Context: an optimization exercise on an open-source flow, tuned for a short achievable clock period and few clock cycles. The choices shown serve that exercise and are no tape-out recipe. Only simulation tests tie the RTL to the original design; equivalence was not proved. Power and IR drop assume default switching activity.

==> job 6996: inputs <==
Design rv_pipeline_top, start of the top module:
module rv_pipeline_top (
  input  logic        clk,
  input  logic        reset,
  input  logic [31:0] instr,
  input  logic [31:0] read_data,
  output logic [31:0] pc,
  output logic        mem_write,
  output logic [31:0] data_addr,
  output logic [31:0] write_data
);
export LEC_CHECK = 0
export ABC_CLOCK_PERIOD_IN_PS = 2500
export CAP_MARGIN = 20
export CORE_MARGIN = 2
export CORE_UTILIZATION = 35
export PLACE_DENSITY = 0.45
export SETUP_SLACK_MARGIN = 5
export SLEW_MARGIN = 20
export TNS_END_PERCENT = 10
create_clock -name core_clock -period 10.0 [get_ports {clk}]
standard.sh (not shown) runs the stock make flow with config.mk's settings and CLKGATE_MAP_FILE= SYNTH_SCRIPT=/design/flow/synth_recipe.tcl, a recipe that flattens the netlist after the stock synthesis.
==> flow/flow/run.sh <==
#!/bin/bash
set -euo pipefail
bash standard.sh SETUP_SLACK_MARGIN=7 "BUFFER_PORTS_ARGS=-buffer_cell sky130_fd_sc_hd__buf_6" finish > standard_flow.log 2>&1
==> job 2508 (differences from job 6996) <==
--- a/flow/design.v
+++ b/flow/design.v
@@ -37,14 +37,15 @@
   logic        sq;
   logic        d_valid;
   logic [31:0] d_instr;
   logic [31:0] d_pc;
   logic [31:0] d_pc4;
   logic        d_fpred;       
-  logic [31:0] d_rs1_oh;      
-  logic [31:0] d_rs2_oh;
+  logic [31:1] d_oh1, d_oh2;
+  logic        d_bm1, d_bm2;    
+  logic        d_bw1, d_bw2;    
   logic          e_wr;        
   logic          e_load;
   logic          e_store;
   logic          e_c_eq;      
   logic          e_c_ne;      
   logic          e_c_lt;      
@@ -55,12 +56,13 @@
   logic          e_sgn;       
   logic          e_arith;     
   logic          e_rot;       
   logic          e_fsl;       
   logic [31:0]   e_a;
   logic [31:0]   e_b;         
+  logic [4:0]    e_sh;        
   logic [31:0]   e_sd;
   logic [31:0]   e_alt;       
   logic        m_wr;
   logic        m_load;
   logic        m_store;
   logic [4:0]  m_rd;
@@ -77,21 +79,23 @@
   logic [31:1] rf_w;
   logic [31:0] rf_r1, rf_r2;  
   always_comb begin
     rf_r1 = '0;
     rf_r2 = '0;
     for (int k = 1; k < 32; k++) begin
-      rf_r1 = rf_r1 | ({32{d_rs1_oh[k] & rf_w[k]}} & rf[k]);
-      rf_r2 = rf_r2 | ({32{d_rs2_oh[k] & rf_w[k]}} & rf[k]);
+      rf_r1 = rf_r1 | ({32{d_oh1[k]}} & rf[k]);
+      rf_r2 = rf_r2 | ({32{d_oh2[k]}} & rf[k]);
     end
   end
-  localparam int NB = 8;
+  localparam int NB = 4;
   logic [NB-1:0]  bt_v;
   logic [31:1]    bt_pc  [NB];
   logic [31:1]    bt_tgt [NB];
-  logic [2:0]     bt_ptr;
+  logic [1:0]     bt_ptr;
+  logic           bf_v;       
+  logic [31:1]    bf_pc, bf_tgt;
   logic [NB-1:0]  bt_hit;
   logic           f_hit;
   logic [31:0]    f_tgt, f_pc4, pc_other, pc_next;
   always_comb begin
     f_tgt = '0;
     for (int k = 0; k < NB; k++) begin
@@ -155,18 +159,35 @@
   assign d_a  = d_is_jal ? d_pc4 : d_v1;
   assign d_b  = d_is_jal ? 32'd0 :
                 (d_is_imm | d_is_load) ? d_imm_i :
                 d_is_store ? d_imm_s : d_v2;
   assign m_val = ((m_min & ~m_lt) | (m_max & m_lt)) ? m_b : m_res;
   always_comb begin
-    if (m_wr && m_rd == d_rs1)      d_v1 = m_load ? read_data : m_val;
-    else if (w_wr && w_rd == d_rs1) d_v1 = w_val;
-    else                            d_v1 = rf_r1;
-    if (m_wr && m_rd == d_rs2)      d_v2 = m_load ? read_data : m_val;
-    else if (w_wr && w_rd == d_rs2) d_v2 = w_val;
-    else                            d_v2 = rf_r2;
+    if (d_bm1)      d_v1 = m_load ? read_data : m_val;
+    else if (d_bw1) d_v1 = w_val;
+    else            d_v1 = rf_r1;
+    if (d_bm2)      d_v2 = m_load ? read_data : m_val;
+    else if (d_bw2) d_v2 = w_val;
+    else            d_v2 = rf_r2;
+  end
+  logic [4:0]  f_rs1, f_rs2;
+  logic [31:1] rf_w_next;
+  always_comb begin
+    f_rs1 = stall ? d_rs1 : instr[19:15];
+    f_rs2 = stall ? d_rs2 : instr[24:20];
+    for (int k = 1; k < 32; k++) rf_w_next[k] = rf_w[k] | (w_wr && w_rd == 5'(k));
+  end
+  always_ff @(posedge clk) begin
+    for (int k = 1; k < 32; k++) begin
+      d_oh1[k] <= f_rs1 == 5'(k) && rf_w_next[k];
+      d_oh2[k] <= f_rs2 == 5'(k) && rf_w_next[k];
+    end
+    d_bm1 <= ew && e_rd == f_rs1;
+    d_bm2 <= ew && e_rd == f_rs2;
+    d_bw1 <= m_wr && m_rd == f_rs1;
+    d_bw2 <= m_wr && m_rd == f_rs2;
   end
   always_comb begin
     d_sel   = '0;
     d_inv_b = 1'b0;
     d_sgn   = 1'b0;
     d_arith = 1'b0;
@@ -231,13 +252,13 @@
   assign op_b = e_b;
   assign st_d = e_fsl ? read_data : e_sd;
   assign sum   = op_a + op_b + {31'd0, e_inv_b};
   assign neg_a = 32'd0 - op_a;
   assign lt    = {op_a[31] ^ e_sgn, op_a[30:0]} < {op_b[31] ^ e_sgn, op_b[30:0]};
   assign eq    = op_a == op_b;
-  assign sh    = op_b[4:0];
+  assign sh    = e_sh;
   assign shr_w = {(e_rot ? op_a : {32{e_arith & op_a[31]}}), op_a} >> sh;
   assign shl_w = {op_a, (e_rot ? op_a : 32'd0)} << sh;
   assign shr_o = shr_w[31:0];
   assign shl_o = shl_w[63:32];
   always_comb begin
     res_o = '0;
@@ -275,29 +296,33 @@
   always_ff @(posedge clk) begin
     if (!stall) begin
       d_instr <= instr;
       d_pc    <= pc_r;
       d_pc4   <= f_pc4;
       d_fpred <= f_hit;
-      d_rs1_oh <= 32'd1 << instr[19:15];
-      d_rs2_oh <= 32'd1 << instr[24:20];
     end
   end
   always_ff @(posedge clk or posedge reset) begin
     if (reset) begin
+      bf_v   <= 1'b0;
       bt_v   <= '0;
       bt_ptr <= '0;
-    end else if (d_fill) begin
-      bt_v[bt_ptr] <= 1'b1;
-      bt_ptr       <= bt_ptr + 3'd1;
+    end else begin
+      bf_v <= d_fill;
+      if (bf_v) begin
+        bt_v[bt_ptr] <= 1'b1;
+        bt_ptr       <= bt_ptr + 2'd1;
+      end
     end
   end
   always_ff @(posedge clk) begin
-    if (d_fill) begin
-      bt_pc[bt_ptr]  <= d_pc[31:1];
-      bt_tgt[bt_ptr] <= d_target[31:1];
+    bf_pc  <= d_pc[31:1];
+    bf_tgt <= d_target[31:1];
+    if (bf_v) begin
+      bt_pc[bt_ptr]  <= bf_pc;
+      bt_tgt[bt_ptr] <= bf_tgt;
     end
   end
   always_ff @(posedge clk or posedge reset) begin
     if (reset) begin
       e_wr    <= 1'b0;
       e_load  <= 1'b0;
@@ -333,12 +358,14 @@
     e_rot   <= d_rot;
     e_fsl   <= el && ew && e_rd == d_rs2;
     e_a     <= (d_fa & e_sel[rv_pkg::sel_add]) ? sum :
                d_fa ? res_o : d_a;
     e_b     <= (d_fb & e_sel[rv_pkg::sel_add]) ? sum ^ {32{d_inv_b}} :
                d_fb ? res_o ^ {32{d_inv_b}} : d_b ^ {32{d_inv_b}};
+    e_sh    <= (d_fb & e_sel[rv_pkg::sel_add]) ? sum[4:0] :
+               d_fb ? res_o[4:0] : d_b[4:0];
     e_sd    <= (d_fs & e_sel[rv_pkg::sel_add]) ? sum :
                d_fs ? res_o : d_v2;
     e_alt   <= d_pred ? d_pc4 : d_target;
   end
   always_ff @(posedge clk or posedge reset) begin
     if (reset) begin
--- a/flow/config.mk
+++ b/flow/config.mk
@@ -5,11 +5,11 @@
 export SDC_FILE = /design/flow/constraint.sdc
 export NUM_CORES = 4
 export LEC_CHECK = 0
 export ABC_CLOCK_PERIOD_IN_PS = 2500
 export CAP_MARGIN = 20
 export CORE_MARGIN = 2
-export CORE_UTILIZATION = 35
-export PLACE_DENSITY = 0.45
+export CORE_UTILIZATION = 45
+export PLACE_DENSITY = 0.55
 export SETUP_SLACK_MARGIN = 5
 export SLEW_MARGIN = 20
 export TNS_END_PERCENT = 10
==> comparison table <==
	job 6996	job 2508
Outcome	no timing/DRC/antenna violations	no timing/DRC/antenna violations
CP endpoint kind	flip-flop	output pin
Hold Path End	m_max$_DFF_P_	m_min$_DFF_P_
PnR worst setup slack	6.314 ns	6.360 ns
Combinational share of power	21.3%	18.4%
Count of flip-flops with a built-in enable after synthesis	1645	1335
Average footprint of a synthesized cell	12.66 um^2	12.11 um^2
Pin count of the biggest net entering global routing	64	72
Part of the Yosys area used for sequential elements	62.16%	59.93%
Die footprint	268900 um^2	192000 um^2
Layout cells sized above 1	24.07%	25.11%
Clock share of power	35.2%	35.9%
Final routed wire length divided by cell count	41.46 um	42.38 um
Count of buffer and inverter cells on the critical path	6	1
Length in cells of the worst reg-to-reg path	14	9
Net switching component of the power	7548 uW	6452 uW
Wire length of the first global-routing pass	628400 um	563600 um
Initial cell density of the core	35.27%	45.23%
Vias	75740	73850
Synth Instances	7319	7005
Number of sinks handled by clock tree synthesis	2033	1852
Slew @ Worst Pin	1.221 ns	1.254 ns
Post-synth net total	7533	7223
Testbench counts of job 6996, summed over its fixed seeds: cycles 32,650.
Testbench counts of job 2508, summed over its fixed seeds: cycles 32,653.

========
==> trial 39: inputs <==
==> flow/design.v <==
`default_nettype none
package rv_pkg;
  localparam logic [6:0] op_load    = 7'b0000011;
  localparam logic [6:0] op_store   = 7'b0100011;
  localparam logic [6:0] op_imm     = 7'b0010011;
  localparam logic [6:0] op_reg     = 7'b0110011;
  localparam logic [6:0] op_branch  = 7'b1100011;
  localparam logic [6:0] op_jal     = 7'b1101111;
  localparam logic [6:0] op_custom0 = 7'b0001011;
  localparam int sel_add  = 0;   
  localparam int sel_and  = 1;   
  localparam int sel_or   = 2;   
  localparam int sel_xor  = 3;   
  localparam int sel_slt  = 4;   
  localparam int sel_shr  = 5;   
  localparam int sel_shl  = 6;   
  localparam int sel_min  = 7;   
  localparam int sel_max  = 8;   
  localparam int sel_abs  = 9;
  localparam int n_sel    = 10;
endpackage
`default_nettype wire
`timescale 1ns/100ps
`default_nettype none
module rv_pipeline_top (
  input  logic        clk,
  input  logic        reset,
  input  logic [31:0] instr,
  input  logic [31:0] read_data,
  output logic [31:0] pc,
  output logic        mem_write,
  output logic [31:0] data_addr,
  output logic [31:0] write_data
);
  localparam int NS = rv_pkg::n_sel;
  logic [31:0] pc_r;
  logic        d_valid;
  logic [31:0] d_instr;
  logic [31:0] d_pc;
  logic          e_wr;        
  logic          e_load;
  logic          e_store;
  logic          e_c_eq;      
  logic          e_c_ne;      
  logic          e_c_lt;      
  logic          e_c_ge;      
  logic [4:0]    e_rd;
  logic [NS-1:0] e_sel;
  logic          e_inv_b;     
  logic          e_sgn;       
  logic          e_arith;     
  logic          e_rot;       
  logic          e_fa;        
  logic          e_fb;        
  logic          e_fs;        
  logic [31:0]   e_a;
  logic [31:0]   e_b;
  logic [31:0]   e_sd;
  logic [31:0]   e_alt;       
  logic        m_wr;
  logic        m_load;
  logic        m_store;
  logic [4:0]  m_rd;
  logic [31:0] m_res;
  logic [31:0] m_sd;
  logic        w_wr;
  logic [4:0]  w_rd;
  logic [31:0] w_val;
  logic [31:0] rf [1:31];
  logic [6:0]  d_op;
  logic [2:0]  d_f3;
  logic [4:0]  d_rs1, d_rs2, d_rd;
  logic        d_is_load, d_is_store, d_is_imm, d_is_reg, d_is_cust, d_is_br, d_is_jal;
  logic        d_use1, d_use2, d_wr;
  logic [31:0] d_imm_i, d_imm_s, d_imm_b, d_imm_j;
  logic        d_pred;
  logic [31:0] d_target, d_pc4;
  logic [31:0] d_v1, d_v2;
  logic        stall, d_redirect;
  logic [NS-1:0] d_sel;
  logic        d_inv_b, d_sgn, d_arith, d_rot;
  logic        d_c_eq, d_c_ne, d_c_lt, d_c_ge;
  assign d_op  = d_instr[6:0];
  assign d_f3  = d_instr[14:12];
  assign d_rs1 = d_instr[19:15];
  assign d_rs2 = d_instr[24:20];
  assign d_rd  = d_instr[11:7];
  assign d_is_load  = d_op == rv_pkg::op_load;
  assign d_is_store = d_op == rv_pkg::op_store;
  assign d_is_imm   = d_op == rv_pkg::op_imm;
  assign d_is_reg   = d_op == rv_pkg::op_reg;
  assign d_is_cust  = d_op == rv_pkg::op_custom0;
  assign d_is_br    = d_op == rv_pkg::op_branch;
  assign d_is_jal   = d_op == rv_pkg::op_jal;
  assign d_use1 = d_is_load | d_is_store | d_is_imm | d_is_reg | d_is_cust | d_is_br;
  assign d_use2 = d_is_store | d_is_reg | d_is_cust | d_is_br;
  assign d_wr   = (d_is_load | d_is_imm | d_is_reg | d_is_cust | d_is_jal) && d_rd != 5'd0;
  assign d_imm_i = {{20{d_instr[31]}}, d_instr[31:20]};
  assign d_imm_s = {{20{d_instr[31]}}, d_instr[31:25], d_instr[11:7]};
  assign d_imm_b = {{20{d_instr[31]}}, d_instr[7], d_instr[30:25], d_instr[11:8], 1'b0};
  assign d_imm_j = {{12{d_instr[31]}}, d_instr[19:12], d_instr[20], d_instr[30:21], 1'b0};
  assign d_pred   = d_is_jal | (d_is_br & d_instr[31] & (d_f3[2:1] != 2'b01));
  assign d_target = d_pc + (d_is_jal ? d_imm_j : d_imm_b);
  assign d_pc4    = d_pc + 32'd4;
  assign stall = d_valid && e_load &&
                 ((d_use1 && d_rs1 == e_rd) || (d_use2 && d_rs2 == e_rd));
  always_comb begin
    if (m_wr && m_rd == d_rs1)      d_v1 = m_load ? read_data : m_res;
    else if (w_wr && w_rd == d_rs1) d_v1 = w_val;
    else if (d_rs1 == 5'd0)         d_v1 = 32'd0;
    else                            d_v1 = rf[d_rs1];
    if (m_wr && m_rd == d_rs2)      d_v2 = m_load ? read_data : m_res;
    else if (w_wr && w_rd == d_rs2) d_v2 = w_val;
    else if (d_rs2 == 5'd0)         d_v2 = 32'd0;
    else                            d_v2 = rf[d_rs2];
  end
  always_comb begin
    d_sel   = '0;
    d_inv_b = 1'b0;
    d_sgn   = 1'b0;
    d_arith = 1'b0;
    d_rot   = 1'b0;
    d_c_eq  = 1'b0;
    d_c_ne  = 1'b0;
    d_c_lt  = 1'b0;
    d_c_ge  = 1'b0;
    if (d_is_imm || d_is_reg) begin
      case (d_f3)
        3'b000: begin
          d_sel[rv_pkg::sel_add] = 1'b1;
          d_inv_b = d_is_reg & d_instr[30];
        end
        3'b001: d_sel[rv_pkg::sel_shl] = 1'b1;
        3'b010: begin
          d_sel[rv_pkg::sel_slt] = 1'b1;
          d_sgn = 1'b1;
        end
        3'b011: d_sel[rv_pkg::sel_slt] = 1'b1;
        3'b100: d_sel[rv_pkg::sel_xor] = 1'b1;
        3'b101: begin
          d_sel[rv_pkg::sel_shr] = 1'b1;
          d_arith = d_instr[30];
        end
        3'b110: d_sel[rv_pkg::sel_or] = 1'b1;
        default: d_sel[rv_pkg::sel_and] = 1'b1;
      endcase
    end else if (d_is_cust) begin
      case ({d_instr[26:25], d_f3})
        5'b00_000: begin d_sel[rv_pkg::sel_and] = 1'b1; d_inv_b = 1'b1; end
        5'b00_001: begin d_sel[rv_pkg::sel_or]  = 1'b1; d_inv_b = 1'b1; end
        5'b00_010: begin d_sel[rv_pkg::sel_xor] = 1'b1; d_inv_b = 1'b1; end
        5'b01_000: begin d_sel[rv_pkg::sel_min] = 1'b1; d_sgn = 1'b1; end
        5'b01_001: begin d_sel[rv_pkg::sel_max] = 1'b1; d_sgn = 1'b1; end
        5'b01_010: d_sel[rv_pkg::sel_min] = 1'b1;
        5'b01_011: d_sel[rv_pkg::sel_max] = 1'b1;
        5'b10_000: begin d_sel[rv_pkg::sel_shl] = 1'b1; d_rot = 1'b1; end
        5'b10_001: begin d_sel[rv_pkg::sel_shr] = 1'b1; d_rot = 1'b1; end
        5'b11_000: d_sel[rv_pkg::sel_abs] = 1'b1;
        default:   d_sel[rv_pkg::sel_add] = 1'b1;
      endcase
    end else if (d_is_br) begin
      d_sgn = ~d_f3[1];
      case (d_f3)
        3'b000: if (d_pred) d_c_ne = 1'b1; else d_c_eq = 1'b1;
        3'b001: if (d_pred) d_c_eq = 1'b1; else d_c_ne = 1'b1;
        3'b100, 3'b110: if (d_pred) d_c_ge = 1'b1; else d_c_lt = 1'b1;
        3'b101, 3'b111: if (d_pred) d_c_lt = 1'b1; else d_c_ge = 1'b1;
        default: ;
      endcase
    end else begin
      d_sel[rv_pkg::sel_add] = 1'b1;
    end
  end
  logic [31:0] op_a, op_b, st_d;
  logic [31:0] b_x, sum, neg_a, shr_o, shl_o, res;
  logic [63:0] shr_w, shl_w;
  logic        lt, eq, mispredict;
  logic [4:0]  sh;
  assign op_a = e_fa ? m_res : e_a;
  assign op_b = e_fb ? m_res : e_b;
  assign st_d = e_fs ? m_res : e_sd;
  assign b_x   = op_b ^ {32{e_inv_b}};
  assign sum   = op_a + b_x + {31'd0, e_inv_b};
  assign neg_a = 32'd0 - op_a;
  assign lt    = {op_a[31] ^ e_sgn, op_a[30:0]} < {op_b[31] ^ e_sgn, op_b[30:0]};
  assign eq    = op_a == op_b;
  assign sh    = op_b[4:0];
  assign shr_w = {(e_rot ? op_a : {32{e_arith & op_a[31]}}), op_a} >> sh;
  assign shl_w = {op_a, (e_rot ? op_a : 32'd0)} << sh;
  assign shr_o = shr_w[31:0];
  assign shl_o = shl_w[63:32];
  always_comb begin
    res = '0;
    if (e_sel[rv_pkg::sel_add]) res = res | sum;
    if (e_sel[rv_pkg::sel_and]) res = res | (op_a & b_x);
    if (e_sel[rv_pkg::sel_or])  res = res | (op_a | b_x);
    if (e_sel[rv_pkg::sel_xor]) res = res | (op_a ^ b_x);
    if (e_sel[rv_pkg::sel_slt]) res = res | {31'd0, lt};
    if (e_sel[rv_pkg::sel_shr]) res = res | shr_o;
    if (e_sel[rv_pkg::sel_shl]) res = res | shl_o;
    if (e_sel[rv_pkg::sel_min]) res = res | (lt ? op_a : op_b);
    if (e_sel[rv_pkg::sel_max]) res = res | (lt ? op_b : op_a);
    if (e_sel[rv_pkg::sel_abs]) res = res | (op_a[31] ? neg_a : op_a);
  end
  assign mispredict = (e_c_eq & eq) | (e_c_ne & ~eq) | (e_c_lt & lt) | (e_c_ge & ~lt);
  assign d_redirect = d_valid & d_pred & ~stall & ~mispredict;
  assign pc         = pc_r;
  assign mem_write  = m_store;
  assign data_addr  = m_res;
  assign write_data = m_sd;
  always_ff @(posedge clk or posedge reset) begin
    if (reset) begin
      pc_r    <= '0;
      d_valid <= 1'b0;
    end else begin
      if (mispredict)      pc_r <= e_alt;
      else if (d_redirect) pc_r <= d_target;
      else if (!stall)     pc_r <= pc_r + 32'd4;
      if (mispredict || d_redirect) d_valid <= 1'b0;
      else if (!stall)              d_valid <= 1'b1;
    end
  end
  always_ff @(posedge clk) begin
    if (!stall) begin
      d_instr <= instr;
      d_pc    <= pc_r;
    end
  end
  always_ff @(posedge clk or posedge reset) begin
    if (reset) begin
      e_wr    <= 1'b0;
      e_load  <= 1'b0;
      e_store <= 1'b0;
      e_c_eq  <= 1'b0;
      e_c_ne  <= 1'b0;
      e_c_lt  <= 1'b0;
      e_c_ge  <= 1'b0;
    end else if (mispredict || stall || !d_valid) begin
      e_wr    <= 1'b0;
      e_load  <= 1'b0;
      e_store <= 1'b0;
      e_c_eq  <= 1'b0;
      e_c_ne  <= 1'b0;
      e_c_lt  <= 1'b0;
      e_c_ge  <= 1'b0;
    end else begin
      e_wr    <= d_wr;
      e_load  <= d_is_load;
      e_store <= d_is_store;
      e_c_eq  <= d_c_eq;
      e_c_ne  <= d_c_ne;
      e_c_lt  <= d_c_lt;
      e_c_ge  <= d_c_ge;
    end
  end
  always_ff @(posedge clk) begin
    e_rd    <= d_rd;
    e_sel   <= d_sel;
    e_inv_b <= d_inv_b;
    e_sgn   <= d_sgn;
    e_arith <= d_arith;
    e_rot   <= d_rot;
    e_fa    <= d_use1 && e_wr && e_rd == d_rs1;
    e_fb    <= (d_is_reg | d_is_cust | d_is_br) && e_wr && e_rd == d_rs2;
    e_fs    <= e_wr && e_rd == d_rs2;
    e_a     <= d_is_jal ? d_pc4 : d_v1;
    e_b     <= d_is_jal ? 32'd0 :
               (d_is_imm | d_is_load) ? d_imm_i :
               d_is_store ? d_imm_s : d_v2;
    e_sd    <= d_v2;
    e_alt   <= d_pred ? d_pc4 : d_target;
  end
  always_ff @(posedge clk or posedge reset) begin
    if (reset) begin
      m_wr    <= 1'b0;
      m_load  <= 1'b0;
      m_store <= 1'b0;
    end else begin
      m_wr    <= e_wr;
      m_load  <= e_load;
      m_store <= e_store;
    end
  end
  always_ff @(posedge clk) begin
    m_rd  <= e_rd;
    m_res <= res;
    m_sd  <= st_d;
  end
  always_ff @(posedge clk or posedge reset) begin
    if (reset) begin
      w_wr <= 1'b0;
    end else begin
      w_wr <= m_wr;
    end
  end
  always_ff @(posedge clk) begin
    w_rd  <= m_rd;
    w_val <= m_load ? read_data : m_res;
  end
  always_ff @(posedge clk or posedge reset) begin
    if (reset) begin
      for (int i = 1; i < 32; i++) rf[i] <= '0;
    end else if (w_wr) begin
      rf[w_rd] <= w_val;
    end
  end
endmodule
`default_nettype wire
==> flow/run.sh <==
#!/bin/bash
# synth_recipe.tcl (not shown) runs the flow's synth.tcl, then flattens the netlist and writes it again
# the make line also repeats each setting of config.mk as NAME=value (left out here)
make -C /OpenROAD-flow-scripts/flow DESIGN_CONFIG=/design/flow/config.mk WORK_HOME=/design/flow/orfs CLKGATE_MAP_FILE= SYNTH_SCRIPT=/design/flow/synth_recipe.tcl finish
==> flow/config.mk <==
export PLATFORM = sky130hd
export DESIGN_NAME = rv_pipeline_top
export DESIGN_NICKNAME = rv_pipeline_top
export VERILOG_FILES = /design/flow/design.v
export SDC_FILE = /design/flow/constraint.sdc
export NUM_CORES = 4
export LEC_CHECK = 0
export ABC_CLOCK_PERIOD_IN_PS = 3000
export CAP_MARGIN = 20
export CORE_MARGIN = 2
export CORE_UTILIZATION = 30
export PLACE_DENSITY = 0.38
export SETUP_SLACK_MARGIN = 5
export SLEW_MARGIN = 20
==> flow/constraint.sdc <==
create_clock -name core_clock -period 10.0 [get_ports {clk}]
set_input_delay 2.0000 -clock core_clock [delete_from_list [all_inputs] [get_ports {clk}]]
set_output_delay 2.0000 -clock core_clock [all_outputs]
set_load 0.01 [all_outputs]
==> trial 92: changes against trial 39 <==
--- a/flow/design.v
+++ b/flow/design.v
@@ -38,4 +38,6 @@
   logic [31:0] d_instr;
   logic [31:0] d_pc;
+  logic [31:0] d_pc4;
+  logic        d_fpred;       
   logic          e_wr;        
   logic          e_load;
@@ -51,9 +53,7 @@
   logic          e_arith;     
   logic          e_rot;       
-  logic          e_fa;        
-  logic          e_fb;        
-  logic          e_fs;        
+  logic          e_fsl;       
   logic [31:0]   e_a;
-  logic [31:0]   e_b;
+  logic [31:0]   e_b;         
   logic [31:0]   e_sd;
   logic [31:0]   e_alt;       
@@ -62,10 +62,31 @@
   logic        m_store;
   logic [4:0]  m_rd;
-  logic [31:0] m_res;
+  logic [31:0] m_res;         
   logic [31:0] m_sd;
+  logic [31:0] m_b;           
+  logic        m_lt;          
+  logic        m_min;
+  logic        m_max;
   logic        w_wr;
   logic [4:0]  w_rd;
   logic [31:0] w_val;
   logic [31:0] rf [1:31];
+  localparam int NB = 8;
+  logic [NB-1:0]  bt_v;
+  logic [31:1]    bt_pc  [NB];
+  logic [31:1]    bt_tgt [NB];
+  logic [2:0]     bt_ptr;
+  logic [NB-1:0]  bt_hit;
+  logic           f_hit;
+  logic [31:0]    f_tgt, f_pc4, pc_other, pc_next;
+  always_comb begin
+    f_tgt = '0;
+    for (int k = 0; k < NB; k++) begin
+      bt_hit[k] = bt_v[k] && bt_pc[k] == pc_r[31:1];
+      if (bt_hit[k]) f_tgt[31:1] = f_tgt[31:1] | bt_tgt[k];
+    end
+  end
+  assign f_hit = |bt_hit;
+  assign f_pc4 = pc_r + 32'd4;
   logic [6:0]  d_op;
   logic [2:0]  d_f3;
@@ -74,11 +95,14 @@
   logic        d_use1, d_use2, d_wr;
   logic [31:0] d_imm_i, d_imm_s, d_imm_b, d_imm_j;
-  logic        d_pred;
-  logic [31:0] d_target, d_pc4;
+  logic        d_pred, d_fill;
+  logic [31:0] d_target;
   logic [31:0] d_v1, d_v2;
-  logic        stall, d_redirect;
+  logic        stall, d_redirect, e_mm;
   logic [NS-1:0] d_sel;
   logic        d_inv_b, d_sgn, d_arith, d_rot;
   logic        d_c_eq, d_c_ne, d_c_lt, d_c_ge;
+  logic        d_fa, d_fb, d_fs;
+  logic [31:0] d_a, d_b;
+  logic [31:0] m_val;
   assign d_op  = d_instr[6:0];
   assign d_f3  = d_instr[14:12];
@@ -101,14 +125,23 @@
   assign d_imm_j = {{12{d_instr[31]}}, d_instr[19:12], d_instr[20], d_instr[30:21], 1'b0};
   assign d_pred   = d_is_jal | (d_is_br & d_instr[31] & (d_f3[2:1] != 2'b01));
-  assign d_target = d_pc + (d_is_jal ? d_imm_j : d_imm_b);
-  assign d_pc4    = d_pc + 32'd4;
-  assign stall = d_valid && e_load &&
-                 ((d_use1 && d_rs1 == e_rd) || (d_use2 && d_rs2 == e_rd));
+  assign d_target = d_pc + (d_instr[3] ? d_imm_j : d_imm_b);
+  assign e_mm  = e_sel[rv_pkg::sel_min] | e_sel[rv_pkg::sel_max];
+  assign stall = d_valid && e_wr && (e_load || e_mm) &&
+                 ((d_use1 && d_rs1 == e_rd) ||
+                  (d_use2 && d_rs2 == e_rd && !(d_is_store && e_load)));
+  assign d_fa = d_use1 && e_wr && e_rd == d_rs1;
+  assign d_fb = (d_is_reg | d_is_cust | d_is_br) && e_wr && e_rd == d_rs2;
+  assign d_fs = e_wr && e_rd == d_rs2;
+  assign d_a  = d_is_jal ? d_pc4 : d_v1;
+  assign d_b  = d_is_jal ? 32'd0 :
+                (d_is_imm | d_is_load) ? d_imm_i :
+                d_is_store ? d_imm_s : d_v2;
+  assign m_val = ((m_min & ~m_lt) | (m_max & m_lt)) ? m_b : m_res;
   always_comb begin
-    if (m_wr && m_rd == d_rs1)      d_v1 = m_load ? read_data : m_res;
+    if (m_wr && m_rd == d_rs1)      d_v1 = m_load ? read_data : m_val;
     else if (w_wr && w_rd == d_rs1) d_v1 = w_val;
     else if (d_rs1 == 5'd0)         d_v1 = 32'd0;
     else                            d_v1 = rf[d_rs1];
-    if (m_wr && m_rd == d_rs2)      d_v2 = m_load ? read_data : m_res;
+    if (m_wr && m_rd == d_rs2)      d_v2 = m_load ? read_data : m_val;
     else if (w_wr && w_rd == d_rs2) d_v2 = w_val;
     else if (d_rs2 == 5'd0)         d_v2 = 32'd0;
@@ -173,13 +206,12 @@
   end
   logic [31:0] op_a, op_b, st_d;
-  logic [31:0] b_x, sum, neg_a, shr_o, shl_o, res;
+  logic [31:0] sum, neg_a, shr_o, shl_o, res;
   logic [63:0] shr_w, shl_w;
   logic        lt, eq, mispredict;
   logic [4:0]  sh;
-  assign op_a = e_fa ? m_res : e_a;
-  assign op_b = e_fb ? m_res : e_b;
-  assign st_d = e_fs ? m_res : e_sd;
-  assign b_x   = op_b ^ {32{e_inv_b}};
-  assign sum   = op_a + b_x + {31'd0, e_inv_b};
+  assign op_a = e_a;
+  assign op_b = e_b;
+  assign st_d = e_fsl ? read_data : e_sd;
+  assign sum   = op_a + op_b + {31'd0, e_inv_b};
   assign neg_a = 32'd0 - op_a;
   assign lt    = {op_a[31] ^ e_sgn, op_a[30:0]} < {op_b[31] ^ e_sgn, op_b[30:0]};
@@ -193,16 +225,19 @@
     res = '0;
     if (e_sel[rv_pkg::sel_add]) res = res | sum;
-    if (e_sel[rv_pkg::sel_and]) res = res | (op_a & b_x);
-    if (e_sel[rv_pkg::sel_or])  res = res | (op_a | b_x);
-    if (e_sel[rv_pkg::sel_xor]) res = res | (op_a ^ b_x);
+    if (e_sel[rv_pkg::sel_and]) res = res | (op_a & op_b);
+    if (e_sel[rv_pkg::sel_or])  res = res | (op_a | op_b);
+    if (e_sel[rv_pkg::sel_xor]) res = res | (op_a ^ op_b);
     if (e_sel[rv_pkg::sel_slt]) res = res | {31'd0, lt};
     if (e_sel[rv_pkg::sel_shr]) res = res | shr_o;
     if (e_sel[rv_pkg::sel_shl]) res = res | shl_o;
-    if (e_sel[rv_pkg::sel_min]) res = res | (lt ? op_a : op_b);
-    if (e_sel[rv_pkg::sel_max]) res = res | (lt ? op_b : op_a);
+    if (e_mm)                   res = res | op_a;
     if (e_sel[rv_pkg::sel_abs]) res = res | (op_a[31] ? neg_a : op_a);
   end
   assign mispredict = (e_c_eq & eq) | (e_c_ne & ~eq) | (e_c_lt & lt) | (e_c_ge & ~lt);
-  assign d_redirect = d_valid & d_pred & ~stall & ~mispredict;
+  assign d_redirect = d_valid & (d_pred ^ d_fpred) & ~stall;
+  assign d_fill     = d_valid & d_pred & ~d_fpred & ~stall;
+  assign pc_other = d_redirect ? (d_pred ? d_target : d_pc4) :
+                    stall ? pc_r : f_hit ? f_tgt : f_pc4;
+  assign pc_next  = mispredict ? e_alt : pc_other;
   assign pc         = pc_r;
   assign mem_write  = m_store;
@@ -214,7 +249,5 @@
       d_valid <= 1'b0;
     end else begin
-      if (mispredict)      pc_r <= e_alt;
-      else if (d_redirect) pc_r <= d_target;
-      else if (!stall)     pc_r <= pc_r + 32'd4;
+      pc_r <= pc_next;
       if (mispredict || d_redirect) d_valid <= 1'b0;
       else if (!stall)              d_valid <= 1'b1;
@@ -225,4 +258,21 @@
       d_instr <= instr;
       d_pc    <= pc_r;
+      d_pc4   <= f_pc4;
+      d_fpred <= f_hit;
+    end
+  end
+  always_ff @(posedge clk or posedge reset) begin
+    if (reset) begin
+      bt_v   <= '0;
+      bt_ptr <= '0;
+    end else if (d_fill) begin
+      bt_v[bt_ptr] <= 1'b1;
+      bt_ptr       <= bt_ptr + 3'd1;
+    end
+  end
+  always_ff @(posedge clk) begin
+    if (d_fill) begin
+      bt_pc[bt_ptr]  <= d_pc[31:1];
+      bt_tgt[bt_ptr] <= d_target[31:1];
     end
   end
@@ -261,12 +311,8 @@
     e_arith <= d_arith;
     e_rot   <= d_rot;
-    e_fa    <= d_use1 && e_wr && e_rd == d_rs1;
-    e_fb    <= (d_is_reg | d_is_cust | d_is_br) && e_wr && e_rd == d_rs2;
-    e_fs    <= e_wr && e_rd == d_rs2;
-    e_a     <= d_is_jal ? d_pc4 : d_v1;
-    e_b     <= d_is_jal ? 32'd0 :
-               (d_is_imm | d_is_load) ? d_imm_i :
-               d_is_store ? d_imm_s : d_v2;
-    e_sd    <= d_v2;
+    e_fsl   <= e_load && e_wr && e_rd == d_rs2;
+    e_a     <= d_fa ? res : d_a;
+    e_b     <= d_fb ? res ^ {32{d_inv_b}} : d_b ^ {32{d_inv_b}};
+    e_sd    <= d_fs ? res : d_v2;
     e_alt   <= d_pred ? d_pc4 : d_target;
   end
@@ -286,4 +332,8 @@
     m_res <= res;
     m_sd  <= st_d;
+    m_b   <= op_b;
+    m_lt  <= lt;
+    m_min <= e_sel[rv_pkg::sel_min];
+    m_max <= e_sel[rv_pkg::sel_max];
   end
   always_ff @(posedge clk or posedge reset) begin
@@ -296,5 +346,5 @@
   always_ff @(posedge clk) begin
     w_rd  <= m_rd;
-    w_val <= m_load ? read_data : m_res;
+    w_val <= m_load ? read_data : m_val;
   end
   always_ff @(posedge clk or posedge reset) begin
==> flow/flow/run.sh (new file) <==
#!/bin/bash
set -euo pipefail
bash standard.sh SETUP_SLACK_MARGIN=7 "BUFFER_PORTS_ARGS=-buffer_cell sky130_fd_sc_hd__buf_6" finish > standard_flow.log 2>&1
==> flow/standard.sh (new file) <==
#!/bin/bash
# synth_recipe.tcl (not shown) runs the flow's synth.tcl, then flattens the netlist and writes it again
# the make line also repeats each setting of config.mk as NAME=value (left out here)
make -C /OpenROAD-flow-scripts/flow DESIGN_CONFIG=/design/flow/config.mk WORK_HOME=/design/flow/orfs CLKGATE_MAP_FILE= SYNTH_SCRIPT=/design/flow/synth_recipe.tcl "${@:-finish}"
- ABC_CLOCK_PERIOD_IN_PS: 3000 -> 2500
- CORE_UTILIZATION: 30 -> 35
- PLACE_DENSITY: 0.38 -> 0.45
removed: flow/run.sh
==> run_results.csv <==
group,metric,value,unit
global_routing,grt_pass1_wl,765000,um
clock_tree,clk_path_buf_depth,4,
outcome,run_status,"finished clean",
cells_and_area,layout_common_cells,"mux2_2, dfrtp_1, buf_4",
power,ir_drop,0.000163,V
setup_path,worst_ep_required_time,10750,ps
sta,finalCritPeriodShare,38.4,%
# the run above: trial 92

==> run_results.csv <==
group,metric,value,unit
outcome,run_status,"finished clean",
global_routing,grt_pass1_wl,579000,um
sta,finalCritPeriodShare,51.1,%
power,ir_drop,0.000178,V
setup_path,worst_ep_required_time,10760,ps
clock_tree,clk_path_buf_depth,3,
# the run above: trial 39

Testbench counts of trial 39, summed over its fixed seeds: cycles 33,735.
Testbench counts of trial 92, summed over its fixed seeds: cycles 32,650.

==> afterwards: timing with drivers on the ports <==
The results above use ideal ports. As a check the final layouts listed here were re-extracted and re-timed, cells and wires unchanged.
Step 1: set_driving_cell puts a clkbuf_16 on clk and a buf_2 on each other input, an assumption about the parent block.
Step 2 adds t to the input delays and takes it off the output delays; t is the mean of the earliest and latest rising clock arrival at the registers after step 1. Input paths then give back, and output paths get back, about the clock's delay inside the block.
a / b / c = ideal ports / drivers / drivers and shift; a / b = the first two.
| run | t, ns | setup WS [ns] | hold slack, ns | clock arrival spread, ns |
|---|---|---|---|---|
| job 6996 | 1.010 | 6.314 / 6.224 / 5.950 | 0.362 / 0.362 / 0.362 | 0.102 / 0.102 |
| job 2508 | 0.946 | 6.360 / 6.274 / 6.067 | 0.367 / 0.367 / 0.367 | 0.067 / 0.067 |
| trial 39 | 0.931 | 4.895 / 4.895 / 4.895 | 0.372 / 0.372 / 0.372 | 0.047 / 0.047 |
| trial 92 | 1.034 | 6.159 / 6.159 / 5.804 | 0.323 / 0.323 / 0.323 | 0.113 / 0.113 |
After both steps setup and hold are still met in every run listed. For job 6996, which loses most, drivers alone change the setup slack by -0.090 ns; drivers and shift together by -0.364 ns.
